Background: an optimization exercise with open tools, aiming at small area and a short achievable clock period. Do not read the settings as production practice. The RTL was checked by simulation tests, not by an equivalence proof against the original design. Power figures rest on the tool's default switching activity, not on a simulated workload.

$ cat design/flow/design.v
module fir_reload_ctrl #(
    parameter int          NUM_TAPS      = 129,
    parameter int          COEFF_WIDTH   = 16,
    parameter logic [7:0]  SR_COEFF_IDX  = 8'd128,
    parameter logic [7:0]  SR_COEFF_DATA = 8'd129,
    parameter logic [7:0]  SR_COMMIT     = 8'd130
) (
    input  logic                   ce_clk,
    input  logic                   ce_rst_n,
    input  logic                   set_stb,
    input  logic [7:0]             set_addr,
    input  logic [31:0]            set_data,
    output logic [COEFF_WIDTH-1:0] o_reload_tdata,
    output logic                   o_reload_tlast,
    output logic                   o_reload_tvalid,
    input  logic                   o_reload_tready,
    output logic [7:0]             o_config_tdata,
    output logic                   o_config_tvalid,
    input  logic                   o_config_tready,
    output logic                   busy,
    output logic [15:0]            reload_count,
    output logic [1:0]             err,
    output logic [31:0]            checksum
);
    localparam int         AW       = (NUM_TAPS > 1) ? $clog2(NUM_TAPS) : 1;
    localparam logic [7:0] LAST_TAP = 8'(NUM_TAPS - 1);
    localparam logic [8:0] TAP_CNT  = 9'(NUM_TAPS);
    localparam logic [7:0] SR_CLEAR = SR_COMMIT + 8'd1;
    typedef enum logic [1:0] {IDLE, PRIME, STREAM, CONFIG} state_t;
    state_t state_q, state_d;
    logic [COEFF_WIDTH-1:0] ram [NUM_TAPS];
    logic [COEFF_WIDTH-1:0] rd_data_q;
    logic [7:0]             wr_idx_q;
    logic [7:0]             tap_idx_q;
    logic [7:0]             cfg_word_q;
    logic [15:0]            count_q;
    logic [1:0]             err_q, err_d;
    logic       idx_stb, data_stb, commit_stb, clear_stb;
    logic       idle, reload_hs, config_hs, last_tap;
    logic       rd_en, wr_en;
    logic [7:0] rd_addr;
    logic       unused_bits;
    assign idx_stb    = set_stb && (set_addr == SR_COEFF_IDX);
    assign data_stb   = set_stb && (set_addr == SR_COEFF_DATA);
    assign commit_stb = set_stb && (set_addr == SR_COMMIT);
    assign clear_stb  = set_stb && (set_addr == SR_CLEAR);
    assign idle      = (state_q == IDLE);
    assign last_tap  = (tap_idx_q == LAST_TAP);
    assign reload_hs = (state_q == STREAM) && o_reload_tready;
    assign config_hs = (state_q == CONFIG) && o_config_tready;
    always_ff @(posedge ce_clk or negedge ce_rst_n) begin
        if (!ce_rst_n) state_q <= IDLE;
        else           state_q <= state_d;
    end
    always_comb begin
        state_d         = state_q;
        o_reload_tvalid = 1'b0;
        o_reload_tlast  = 1'b0;
        o_config_tvalid = 1'b0;
        busy            = 1'b1;
        case (state_q)
            IDLE: begin
                busy = 1'b0;
                if (commit_stb) state_d = PRIME;
            end
            PRIME: state_d = STREAM;
            STREAM: begin
                o_reload_tvalid = 1'b1;
                o_reload_tlast  = last_tap;
                if (reload_hs && last_tap) state_d = CONFIG;
            end
            CONFIG: begin
                o_config_tvalid = 1'b1;
                if (config_hs) state_d = IDLE;
            end
            default: state_d = IDLE;
        endcase
    end
    assign rd_en   = (state_q == PRIME) || (reload_hs && !last_tap);
    assign rd_addr = (state_q == PRIME) ? 8'd0 : tap_idx_q + 8'd1;
    assign wr_en   = idle && data_stb && ({1'b0, wr_idx_q} < TAP_CNT);
    always_ff @(posedge ce_clk) begin
        if (wr_en) ram[wr_idx_q[AW-1:0]] <= set_data[COEFF_WIDTH-1:0];
    end
    always_ff @(posedge ce_clk or negedge ce_rst_n) begin
        if (!ce_rst_n)  rd_data_q <= '0;
        else if (rd_en) rd_data_q <= ram[rd_addr[AW-1:0]];
    end
    always_ff @(posedge ce_clk or negedge ce_rst_n) begin
        if (!ce_rst_n) begin
            wr_idx_q <= '0;
        end else if (idle && idx_stb) begin
            wr_idx_q <= set_data[7:0];
        end else if (idle && data_stb) begin
            wr_idx_q <= (wr_idx_q == LAST_TAP) ? 8'd0 : wr_idx_q + 8'd1;
        end
    end
    always_ff @(posedge ce_clk or negedge ce_rst_n) begin
        if (!ce_rst_n) begin
            tap_idx_q  <= '0;
            cfg_word_q <= '0;
        end else if (idle && commit_stb) begin
            tap_idx_q  <= '0;
            cfg_word_q <= set_data[7:0];
        end else if (reload_hs && !last_tap) begin
            tap_idx_q  <= tap_idx_q + 8'd1;
        end
    end
    always_ff @(posedge ce_clk or negedge ce_rst_n) begin
        if (!ce_rst_n)      count_q <= '0;
        else if (config_hs) count_q <= count_q + 16'd1;
    end
    always_comb begin
        err_d = clear_stb ? 2'b00 : err_q;
        if (!idle && (idx_stb || data_stb)) err_d[0] = 1'b1;
        if (!idle && commit_stb)            err_d[1] = 1'b1;
    end
    always_ff @(posedge ce_clk or negedge ce_rst_n) begin
        if (!ce_rst_n) err_q <= '0;
        else           err_q <= err_d;
    end
    logic [31:0] acc_q, checksum_q, tap_sext;
    assign tap_sext = 32'($signed(rd_data_q));
    always_ff @(posedge ce_clk or negedge ce_rst_n) begin
        if (!ce_rst_n) begin
            acc_q      <= '0;
            checksum_q <= '0;
        end else begin
            if (idle && commit_stb) acc_q <= '0;
            else if (reload_hs)     acc_q <= acc_q + tap_sext;
            if (config_hs)          checksum_q <= acc_q;
        end
    end
    assign checksum = checksum_q;
    assign o_reload_tdata = rd_data_q;
    assign o_config_tdata = cfg_word_q;
    assign reload_count   = count_q;
    assign err            = err_q;
    assign unused_bits    = ^{set_data, rd_addr};
endmodule
$ cat design/flow/run.sh
#!/bin/bash
# synth_recipe.tcl (not shown) runs the flow's synth.tcl, then flattens the netlist and writes it again
# the make line also repeats each setting of config.mk as NAME=value (left out here)
make -C /OpenROAD-flow-scripts/flow DESIGN_CONFIG=/design/flow/config.mk WORK_HOME=/design/flow/orfs CLKGATE_MAP_FILE= SYNTH_SCRIPT=/design/flow/synth_recipe.tcl finish
$ cat design/flow/config.mk
export PLATFORM = sky130hd
export DESIGN_NAME = fir_reload_ctrl
export DESIGN_NICKNAME = fir_reload_ctrl
export VERILOG_FILES = /design/flow/design.v
export SDC_FILE = /design/flow/constraint.sdc
export NUM_CORES = 4
export LEC_CHECK = 0
export CAP_MARGIN = 20
export CORE_MARGIN = 2
export CORE_UTILIZATION = 40
export SLEW_MARGIN = 20
$ cat design/flow/constraint.sdc
create_clock -name core_clock -period 5.0 [get_ports {ce_clk}]
set_input_delay 1.0000 -clock core_clock [delete_from_list [all_inputs] [get_ports {ce_clk}]]
set_output_delay 1.0000 -clock core_clock [all_outputs]
set_load 0.01 [all_outputs]
==> flow_summary.ini <==
[status]
status = finished clean

[critical_path]
required_ps = 4000
reg2reg_to = rd_data_q[0]$_DFFE_PN0P_
startpoint_type = flip-flop
worstPathArrival_ps = 3610
r2r_cells = 9
ff2ff_setup_slack_ps = 560
critPathCaptureType = primary output
rr_startpoint = tap_idx_q[0]$_DFFE_PN0P_
crit_fanout = 36
path_class = reg -> out

[floorplanning]
rows = 170
die_h_um = 469.0
die-area_sq_mm = 0.2200
boundaryPins = 123
die_x_um = 469.0
start_util_pct = 40.26
core-area_sq_mm = 0.2148

[route]
drcViolationCount = 0
routed_wl_um = 251500
drtIter0Drc = 7156
first_pass_iters = 8
num_vias = 51010
drtAntennaViolNets = 0
wl_per_cell_um = 30.11
viasPerCell = 6.107

[sta]
drv_slew = 0
final.setup_skew_ps = 43.96
finalSetupTns_ps = 0
finalSetupViolCount = 0
worst_slew_pin_slew_ps = 1224
fmaxAchievable_mhz = 216.8
maxSlewHeadroom_pct = 18.23
min_period_ps = 4612
min_period_over_period_pct = 92.25
rsz0062_at_grt = no
finalHoldViolCount = 0

[power_and_ir_drop]
power.share.sequential_pct = 34.5
power.density_mw_per_mm2 = 611.1
clock_power_share_pct = 26.2
ir_drop_mv = 0.5899
switching_share_pct = 37.57
power.leakage_nw = 31.72
p_int_mw = 37.88
comb_power_share_pct = 39.3
netSwitchingPower_mw = 22.80

[global_routing]
grtUsageMet1_pct = 32.58
overflow = 0
grt_pass1_vias = 48450
gr-usage-all-layers_pct = 22.44
antenna_found_initial = 13
grt_max_degree = 145
busiest_layer = met2
grt_use_met3_pct = 4.933
grt_util_met2_pct = 34.07
grt_pass1_wl_um = 355800

[final_layout]
finalInstanceArea_sq_mm = 0.09929
post-route-util_pct = 46.22
nNetsFinal = 5416
drive_above_1_share_pct = 17.35
syn_to_final_growth_pct = 14.79

[synth]
synth.most_common_cell = edfxtp_1
yosysWarnings = 1
synth_compound_area_share_pct = 9.077
synthSimpleGateAreaFrac_pct = 5.331
synth.distinct_cells = 90
synth_top_area_share_pct = 71.66
synth-main-ff-cell = edfxtp_1
muxShareOfSynthArea_pct = 6.976
synthArstFlopShare_pct = 5.667
synth.area.top_cells = edfxtp_1 (72%), mux4_2 (6.5%), o221ai_1 (3.6%)
synth_commonest_cells = edfxtp_1 (2064), nand2_1 (377), o221ai_1 (357)
synth-xor-area-share_pct = 0.4962
synth.cell_area_sq_mm = 0.08649
synth-edff-count = 2064
yosysTopAreaCell = edfxtp_1
synth_fa_ha_area_share_pct = 0.6307
syn_inst = 5013
synth-seq-cells = 2188
ys_seq_area_share_pct = 75.25
syn_avg_cell_area_sq_um = 17.25
syn_nets = 5101
synth_top_family_by_area = compound AO/OA/AOI/OAI gates

[clocking]
cts_resized = 0
cts.htree.levels = 4
cts_num_sinks = 2188
cts_buffers = 214
postCtsHoldBufs = 0
cts_setup_buffers = 0
cts_root_buffer = clkbuf_16
cts_buffer_depth = 3
insertion_delay_ps = 860
cts_tree = built
clk_pin_slew_ps = 70

[placed_design]
io_buffers = 106
place_area_sq_mm = 0.09242
gp_congestion = 0.9309
hpwl_um = 153900

[run]
cap_viol_max_count = 0

[min_path]
hold_class = in -> async
-- area by class of cell --
type | instances | area (sq um)
Fill cell | 18260 | 115500
Sequential cell | 2188 | 65090
Multi-Input combinational cell | 2457 | 19640
Clock buffer | 277 | 5654
Timing Repair Buffer | 450 | 4088
Tap cell | 2838 | 3551
Clock inverter | 120 | 1182
Inverter | 17 | 71.32
Antenna cell | 5 | 12.51
-- power by group through the flow --
stage,Clock (mW),Combinational (mW),Sequential [mW]
final,15.9,23.9,20.9
after detailed placement,0,23.6,21.3
after CTS,16.1,23.7,20.9
after global placement,0,23.5,21.3
after global routing,16.8,25.0,21.0
after floorplan,0,14.5,21.1
-- cell families (layout without fill, tap and decap cells) --
kind of cell,Yosys count,count (layout)
buffers and inverters,368,864
other,0,5
multiplexers,292,292
AND/OR/NAND/NOR,1010,1010
AO/OA/AOI/OAI,1069,1069
flip-flops,2188,2188
adder cells (fa/ha/maj),43,43
XOR/XNOR,43,43
-- metal layers --
layer | up-vias | wire (um)
li1 | 21280 | -
met1 | 26620 | 103800
met2 | 2732 | 114800
met3 | 380 | 25830
met4 | 0 | 7031
met5 | - | 0
-- worst max-delay path, cell delays in order (launching register included) --
cell and delay, ps:
dfrtp_4 670, inv_8 320, ha_1 210, nand2_1 60
nor4_2 690, and2_1 240, clkdlybuf4s50_1 550
-- how the worst max path moves through the flow --
stage | startpoint | endpoint | slack, ps | cells past startpoint
4_1_cts | tap_idx_q[0]$_DFFE_PN0P_ | o_reload_tlast | 340 | 6
5_1_grt | tap_idx_q[0]$_DFFE_PN0P_ | o_reload_tlast | 280 | 6
2_1_floorplan | set_addr[5] | ram[63][0]$_DFFE_PP_ | 980 | 6
6_report | tap_idx_q[0]$_DFFE_PN0P_ | o_reload_tlast | 390 | 6
3_3_place_gp | o_reload_tready | rd_data_q[9]$_DFFE_PN0P_ | 670 | 9
3_5_place_dp | o_reload_tready | rd_data_q[8]$_DFFE_PN0P_ | 610 | 9
-- cells in the final DEF, fill, tap and decap left out, drive strengths merged, types with 10 or more instances in the layout --
cell type	Yosys	final
nor2b	26	26
nand2	378	378
dfrtp	124	124
a21o	22	22
a22oi	46	46
and2	12	12
xnor2	28	28
a21oi	112	112
clkbuf	145	277
mux2i	38	38
a31oi	43	43
o211ai	22	22
or3	11	11
a211oi	39	39
edfxtp	2064	2064
nand2b	10	10
o221ai	359	359
a311oi	38	38
o21ai	126	126
mux4	248	248
bufinv	0	19
buf	206	361
nor3	36	36
nand4	30	30
clkinv	0	87
o22ai	153	153
o311ai	10	10
ha	42	42
and3	28	28
inv	17	28
nor2	211	211
xor2	15	15
nand3	233	233
clkdlybuf4s50	0	89
-- sequential cells by signal (all words and copies together) (netlist names) --
register    flops
acc_q          32
cfg_word_q      8
checksum_q     32
count_q        16
err_q           2
ram          2064
rd_data_q      16
state_q         2
tap_idx_q       8
wr_idx_q        8
-- metrics by stage --
step           setup WS [ps]  instances  total power, mW  hold slack (ps)
3_5_place_dp           614.8       7949            44.87            467.0
6_report               387.6       8352            60.68            224.9
3_3_place_gp           669.0       7949            44.74            462.4
5_1_grt                281.3       8347            62.79            288.4
2_1_floorplan          983.8       5013            35.59            451.9
4_1_cts                344.4       8346            60.67            255.9

==> re-timing with driven ports <==
In the flow no input, the clock included, has a driving cell. The finished layout below was timed again as built, in two steps. Step 1 assumes that a clkbuf_16 drives the clock port and a buf_2 every other input. Step 2 adds t to the input delays and takes it off the output delays; t is the mean of the earliest and latest rising clock arrival at the registers after step 1. Input paths then give back, and output paths get back, about the clock's delay inside the block. Slacks: ideal ports / drivers / drivers and shift; pairs: ideal ports / drivers.
t, ns: 0.925
setup WS [ns]: 0.388 / 0.296 / 0.482
cell pins on the clock port's net: 1
After both steps this run still meets setup and hold. For this run, drivers alone change the setup slack by -0.092 ns; drivers and shift together by +0.094 ns.
